Background: an optimization exercise with open tools, aiming at small area, a short achievable clock period and few clock cycles. Do not read the settings as production practice. The RTL was checked by simulation tests, not by an equivalence proof against the original design.

==> design/flow/design.v <==
package hcas_pkg;
	localparam logic [63:0] FNV_BASIS  = 64'hcbf29ce484222325;
	localparam logic [8:0]  FNV_PRIME_LO = 9'h1b3;    
	localparam int unsigned FNV_PRIME_SHIFT = 40;
	localparam logic [63:0] GOLDEN_ADD = 64'h9e3779b97f4a7c15;
	localparam logic [63:0] MIX_MUL_A  = 64'hbf58476d1ce4e5b9;
	localparam logic [63:0] MIX_MUL_B  = 64'h94d049bb133111eb;
	localparam logic [1:0] STG_INPUT   = 2'd0;
	localparam logic [1:0] STG_OUTPUT  = 2'd1;
	localparam logic [1:0] STG_CONTEXT = 2'd2;
	localparam logic [1:0] STG_UNUSED  = 2'd3;
	typedef struct packed {
		logic busy;
		logic done;
	} mul_sts_t;
	function automatic logic [63:0] fnv_step(input logic [63:0] h, input logic [7:0] b);
		logic [63:0] x;
		begin
			x = h ^ {56'd0, b};
			fnv_step = (x << FNV_PRIME_SHIFT) + x * {55'd0, FNV_PRIME_LO};
		end
	endfunction
endpackage
import hcas_pkg::*;
module hcas_mul64 (
	input  logic        clk,
	input  logic        arst_n,
	input  logic        start,
	input  logic [63:0] op_a,
	input  logic [63:0] op_b,
	output hcas_pkg::mul_sts_t sts,
	output logic [63:0] prod
);
	logic [63:0] a_q, b_q, acc_q;
	logic [1:0]  step_q;
	logic        busy_q, done_q;
	logic [31:0] a_sel, b_sel;
	logic [63:0] pr;
	always_comb begin
		a_sel = (step_q == 2'd2) ? a_q[63:32] : a_q[31:0];
		b_sel = (step_q == 2'd1) ? b_q[63:32] : b_q[31:0];
	end
	assign pr = 64'(a_sel) * 64'(b_sel);
	always_ff @(posedge clk or negedge arst_n) begin
		if (!arst_n) begin
			busy_q <= 1'b0;
			done_q <= 1'b0;
			step_q <= 2'd0;
		end else begin
			done_q <= 1'b0;
			if (start) begin
				busy_q <= 1'b1;
				step_q <= 2'd0;
			end else if (busy_q) begin
				if (step_q == 2'd2) begin
					busy_q <= 1'b0;
					done_q <= 1'b1;
					step_q <= 2'd0;
				end else begin
					step_q <= step_q + 2'd1;
				end
			end
		end
	end
	always_ff @(posedge clk) begin
		if (start) begin
			a_q <= op_a;
			b_q <= op_b;
		end
		if (busy_q) begin
			if (step_q == 2'd0)
				acc_q <= pr;
			else
				acc_q <= acc_q + {pr[31:0], 32'd0};
		end
	end
	assign sts.busy = busy_q;
	assign sts.done = done_q;
	assign prod     = acc_q;
endmodule
import hcas_pkg::*;
module hash_chain_anchor_sealer_core (
	input  logic        clk,
	input  logic        arst_n,
	input  logic        in_valid,
	output logic        in_ready,
	input  logic [7:0]  data_byte,
	input  logic        byte_present,
	input  logic        vector_end,
	output logic        out_valid,
	input  logic        out_ready,
	output logic [63:0] anchor,
	output logic [63:0] input_hash,
	output logic [63:0] output_hash,
	output logic [63:0] context_hash
);
	typedef enum logic [5:0] {
		ST_IDLE = 6'b000001,
		ST_PRE  = 6'b000010,
		ST_MA   = 6'b000100,
		ST_XA   = 6'b001000,
		ST_MB   = 6'b010000,
		ST_FIN  = 6'b100000
	} state_t;
	state_t      state_q;
	logic [63:0] run_q, h_q, chain_q, partial_q, first_q, second_q;
	logic [1:0]  stage_q;
	logic        out_valid_q;
	logic [63:0] anchor_q, in_h_q, out_h_q, ctx_h_q;
	logic        in_fire, out_hold, fin_go, seal_go;
	logic [63:0] run_nxt, base, z_sum, z_pre, x_a, fold_res;
	logic        mul_start;
	logic [63:0] mul_a, mul_b, mul_p;
	hcas_pkg::mul_sts_t mul_sts;
	assign in_ready = (state_q == ST_IDLE);
	assign in_fire  = in_valid && in_ready;
	assign out_hold = out_valid_q && !out_ready;
	assign run_nxt  = byte_present ? hcas_pkg::fnv_step(run_q, data_byte) : run_q;
	always_comb begin
		base  = (stage_q == STG_OUTPUT || stage_q == STG_CONTEXT) ? partial_q : chain_q;
		z_sum = base + GOLDEN_ADD + (h_q << 6) + (h_q >> 2);
		z_pre = z_sum ^ (z_sum >> 30);
	end
	assign x_a      = mul_p ^ (mul_p >> 27);
	assign fold_res = mul_p ^ (mul_p >> 31);
	assign mul_start = (state_q == ST_PRE) || (state_q == ST_XA);
	assign mul_a     = (state_q == ST_PRE) ? z_pre : x_a;
	assign mul_b     = (state_q == ST_PRE) ? MIX_MUL_A : MIX_MUL_B;
	assign fin_go    = !(stage_q == STG_CONTEXT && out_hold);
	assign seal_go   = (state_q == ST_FIN) && fin_go && (stage_q == STG_CONTEXT);
	hcas_mul64 u_mul (
		.clk    (clk),
		.arst_n (arst_n),
		.start  (mul_start),
		.op_a   (mul_a),
		.op_b   (mul_b),
		.sts    (mul_sts),
		.prod   (mul_p)
	);
	always_ff @(posedge clk or negedge arst_n) begin
		if (!arst_n) begin
			state_q     <= ST_IDLE;
			run_q       <= FNV_BASIS;
			chain_q     <= 64'd0;
			partial_q   <= 64'd0;
			stage_q     <= STG_INPUT;
			first_q     <= 64'd0;
			second_q    <= 64'd0;
			out_valid_q <= 1'b0;
		end else begin
			if (seal_go)
				out_valid_q <= 1'b1;
			else if (out_ready)
				out_valid_q <= 1'b0;
			unique case (state_q)
				ST_IDLE: begin
					if (in_fire) begin
						if (vector_end) begin
							run_q   <= FNV_BASIS;
							state_q <= ST_PRE;
						end else begin
							run_q <= run_nxt;
						end
					end
				end
				ST_PRE: state_q <= ST_MA;
				ST_MA:  if (mul_sts.done) state_q <= ST_XA;
				ST_XA:  state_q <= ST_MB;
				ST_MB:  if (mul_sts.done) state_q <= ST_FIN;
				ST_FIN: begin
					if (fin_go) begin
						state_q <= ST_IDLE;
						unique case (stage_q)
							STG_OUTPUT: begin
								partial_q <= fold_res;
								second_q  <= h_q;
								stage_q   <= STG_CONTEXT;
							end
							STG_CONTEXT: begin
								chain_q   <= fold_res;
								partial_q <= fold_res;
								stage_q   <= STG_INPUT;
							end
							default: begin
								partial_q <= fold_res;
								first_q   <= h_q;
								stage_q   <= STG_OUTPUT;
							end
						endcase
					end
				end
				default: state_q <= ST_IDLE;
			endcase
		end
	end
	always_ff @(posedge clk) begin
		if (in_fire && vector_end)
			h_q <= run_nxt;
		if (seal_go) begin
			anchor_q <= fold_res;
			in_h_q   <= first_q;
			out_h_q  <= second_q;
			ctx_h_q  <= h_q;
		end
	end
	assign out_valid    = out_valid_q;
	assign anchor       = anchor_q;
	assign input_hash   = in_h_q;
	assign output_hash  = out_h_q;
	assign context_hash = ctx_h_q;
endmodule
==> design/flow/run.sh <==
#!/bin/bash
# synth_recipe.tcl (not shown) runs the flow's synth.tcl, then flattens the netlist and writes it again
# the make line also repeats each setting of config.mk as NAME=value (left out here)
make -C /OpenROAD-flow-scripts/flow DESIGN_CONFIG=/design/flow/config.mk WORK_HOME=/design/flow/orfs CLKGATE_MAP_FILE= SYNTH_SCRIPT=/design/flow/synth_recipe.tcl finish
==> design/flow/config.mk <==
export PLATFORM = sky130hd
export DESIGN_NAME = hash_chain_anchor_sealer_core
export DESIGN_NICKNAME = hash_chain_anchor_sealer_core
export VERILOG_FILES = /design/flow/design.v
export SDC_FILE = /design/flow/constraint.sdc
export NUM_CORES = 4
export LEC_CHECK = 0
export CAP_MARGIN = 20
export CORE_MARGIN = 2
export CORE_UTILIZATION = 40
export SLEW_MARGIN = 20
==> design/flow/constraint.sdc <==
create_clock -name core_clock -period 11.0 [get_ports {clk}]
set_input_delay 2.2000 -clock core_clock [delete_from_list [all_inputs] [get_ports {clk}]]
set_output_delay 2.2000 -clock core_clock [all_outputs]
set_load 0.01 [all_outputs]
==> run notes <==
routing by layer:
metal	vias up	part of all wire [%]	GRT usage, %
li1	24000	-	-
met5	-	0.0051	0
met3	469	6.0	4.09
met2	1906	49	47.4
met1	27700	40	35.9
met4	4	5.6	13.1
synthesized netlist by cell type (all sizes together) (7+ instances only):
cell        n
a211o       9
a211oi     23
a21boi      9
a21o      110
a21oi     275
a221oi      7
a22o       22
a311oi      7
a31o        8
a31oi      31
and2       73
and3       31
buf        33
clkbuf    179
dfrtp     304
dfstp      29
edfxtp    450
fa       1135
ha        659
inv      1475
mux2      158
mux2i      23
nand2     771
nand2b     31
nand3      52
nand4      38
nor2      387
nor2b      32
nor3       29
nor4       10
o2111ai     7
o211ai     20
o21a       24
o21ai     384
o21bai     43
o22a       12
o22ai      12
o31ai      10
o41ai       8
or2        16
or3         8
xnor2     203
xor2      116
worst paths after layout:
check	slack (ns)	endpoint	cells past startpoint
setup reg to reg	0.66	u_mul.acc_q[63]$_DFFE_PP_	36
setup / recovery	0.66	u_mul.acc_q[63]$_DFFE_PP_	36
hold reg to reg	0.43	in_h_q[43]$_DFFE_PP_	0
hold / removal	0.43	in_h_q[43]$_DFFE_PP_	0
max in group asynchronous	7.29	chain_q[53]$_DFFE_PN0P_	3
min in group asynchronous	1.52	first_q[25]$_DFFE_PN0P_	1
per-stage QoR:
step           std cells  setup slack [ns]
6_report           10200             0.662
2_1_floorplan       7339             0.507
5_1_grt            10200             0.131
3_5_place_dp       10000             0.820
4_1_cts            10200             0.703
3_3_place_gp       10000             0.763
area by class of cell:
| class | instances | area [um2] | area share, % |
|---|---|---|---|
| Antenna cell | 1 | 2.50 | 0.00291 |
| Sequential cell | 783 | 21900 | 25.4 |
| Clock buffer | 101 | 2170 | 2.53 |
| Timing Repair Buffer | 371 | 3540 | 4.12 |
| Clock inverter | 53 | 634 | 0.738 |
| Tap cell | 2526 | 3160 | 3.68 |
| Inverter | 1478 | 5560 | 6.46 |
| Multi-Input combinational cell | 4866 | 49000 | 57.0 |
cells by family after synthesis:
family	count (synthesis)	share of synthesized area, %
adder cells (fa/ha/maj)	1794	40.1
buffers and inverters	1690	8.24
AND/OR/NAND/NOR	1499	8.32
AO/OA/AOI/OAI	1067	8.56
flip-flops	783	28.3
XOR/XNOR	325	3.81
multiplexers	181	2.60
==> summary.txt <==
Status -> no timing/DRC/antenna violations
Worst Hold Launch -> first_q[43]$_DFFE_PN0P_
Num CTS Buffers -> 82
Data required time of the worst path -> 11.42 ns
Hold Path Class -> register to register
Final Slew Violations -> 0
DRT iter0 DRCs -> 4425
Via count -> 54100
Final core occ -> 44.7%
First-pass GRT wire length -> 401000 um
Synth warn -> 2
Vias per Instance -> 5.31
Root buf cell -> clkbuf_16
Max FO, Critical Path -> 10
Layout cell share with drive strength beyond 1 -> 6.26%
Post_cts resized -> 0
Final setup viols -> 0
Cells after Synth -> 7339
Final Hold Fails -> 0
Chip Width -> 443 um
Cell variety after synth -> 89
Synth area leaders -> fa_1 (29%), edfxtp_1 (18%), ha_1 (11%)
Clk Latency, worst-skew pair -> 0.72 ns
Fin crit share -> 94.0%
Largest net degree at the start of global routing -> 122
Setup repair after global routing missed its margin -> false
Most frequent cells in the layout -> inv_1 (1473), fa_1 (1135), nand2_1 (768)
Die height -> 443 um
Synth Area per Inst -> 10.5 um2
Post-synth EDFFs -> 450
Final ANT Viol Nets -> 0
Commonest non-fill, non-tap cell in the layout -> inv_1
Critical Path End Type -> register
Crit path max-delay cell type -> mux2i_1
DR WL/cell -> 26.9 um
Tmin final -> 10.34 ns
Drc violations -> 0
Predominant post-synthesis flop cell -> edfxtp_1
Post-CTS Setup Repair Bufs -> 0
Finished Cell Area -> 86000 um2
DIE AREA -> 197000 um2
Io pins -> 272
Gr ovfl total -> 0
Total track usage -> 28.2%
H-tree lvl count -> 3
CTS tree -> done
Fmax -> 96.7 MHz
Gpl congestion -> 1.03
CTS Sinks -> 783
Core region area -> 192000 um2
CP Launch Type -> register
Final Net Count -> 9390
Clock Tree Buf Depth -> 3
Synth area leader -> fa_1
Initial antenna violation count -> 8
Hold_ws -> 0.431 ns
Max-cap violations -> 0
Arr. time, crit path -> 10.76 ns
Sequential fraction of the synthesis area -> 28.3%
Worst rel slew slack -> 29.3%
Type of the worst setup path -> register to register
Fin Clk Skew -> 0.0330 ns
Bufs and invs on worst path -> 6
Hold Buf Count CTS -> 0
#FFs+latches synth -> 783
Vias in the first global route -> 57700
Post-Syn Area -> 77200 um2
Detailed Place HPWL -> 232000 um
Async set or reset register ratio after synthesis -> 42.5%
Synth-to-layout area growth -> 11.4%
Initial Utilization -> 40.2%
Post-Syn Nets -> 9147
DP Area -> 83100 um2
Wirelength, routed -> 274000 um
Crit. Startpoint -> u_mul.step_q[1]$_DFFE_PN0P_
Synth top area share -> 29.4%
Drt pass-1 iters -> 6
Most used cell, CP -> fa_1
TNS Setup -> 0 ns
Worst r2r src -> u_mul.step_q[1]$_DFFE_PN0P_
Crit-path max cell delay -> 0.65 ns
Port bufs -> 271
Clk slew on worst S/H paths -> 0.06 ns
Least-Margin Pin Slew -> 1.05 ns
Fill cells -> 18400
Cell family with most CP delay -> adder cells
Core Rows -> 161
Testbench counts, summed over its fixed seeds: cycles 49,977.

-- separate check: timing with driven ports --
Ports are ideal in the flow. The routed layout listed here was re-timed in OpenROAD. Step 1: set_driving_cell puts a clkbuf_16 on clk and a buf_2 on each other input, an assumption about the parent block. Step 2 times the ports against the registers' clock, not the clock port: input delays grow and output delays shrink by t, the midpoint of the rising clock arrivals with the driver on. Three values: ideal ports, drivers, drivers and shift; two values: the first two.
t, ns: 0.776
setup slack, ns: 0.662 / 0.662 / 0.662
worst slew at a driven data input, ns: 0.05
pins driven straight from the clock port: 1
After both steps this run still meets setup and hold. The setup slack of this run moves by 0.000 ns with the drivers and by 0.000 ns with both steps.
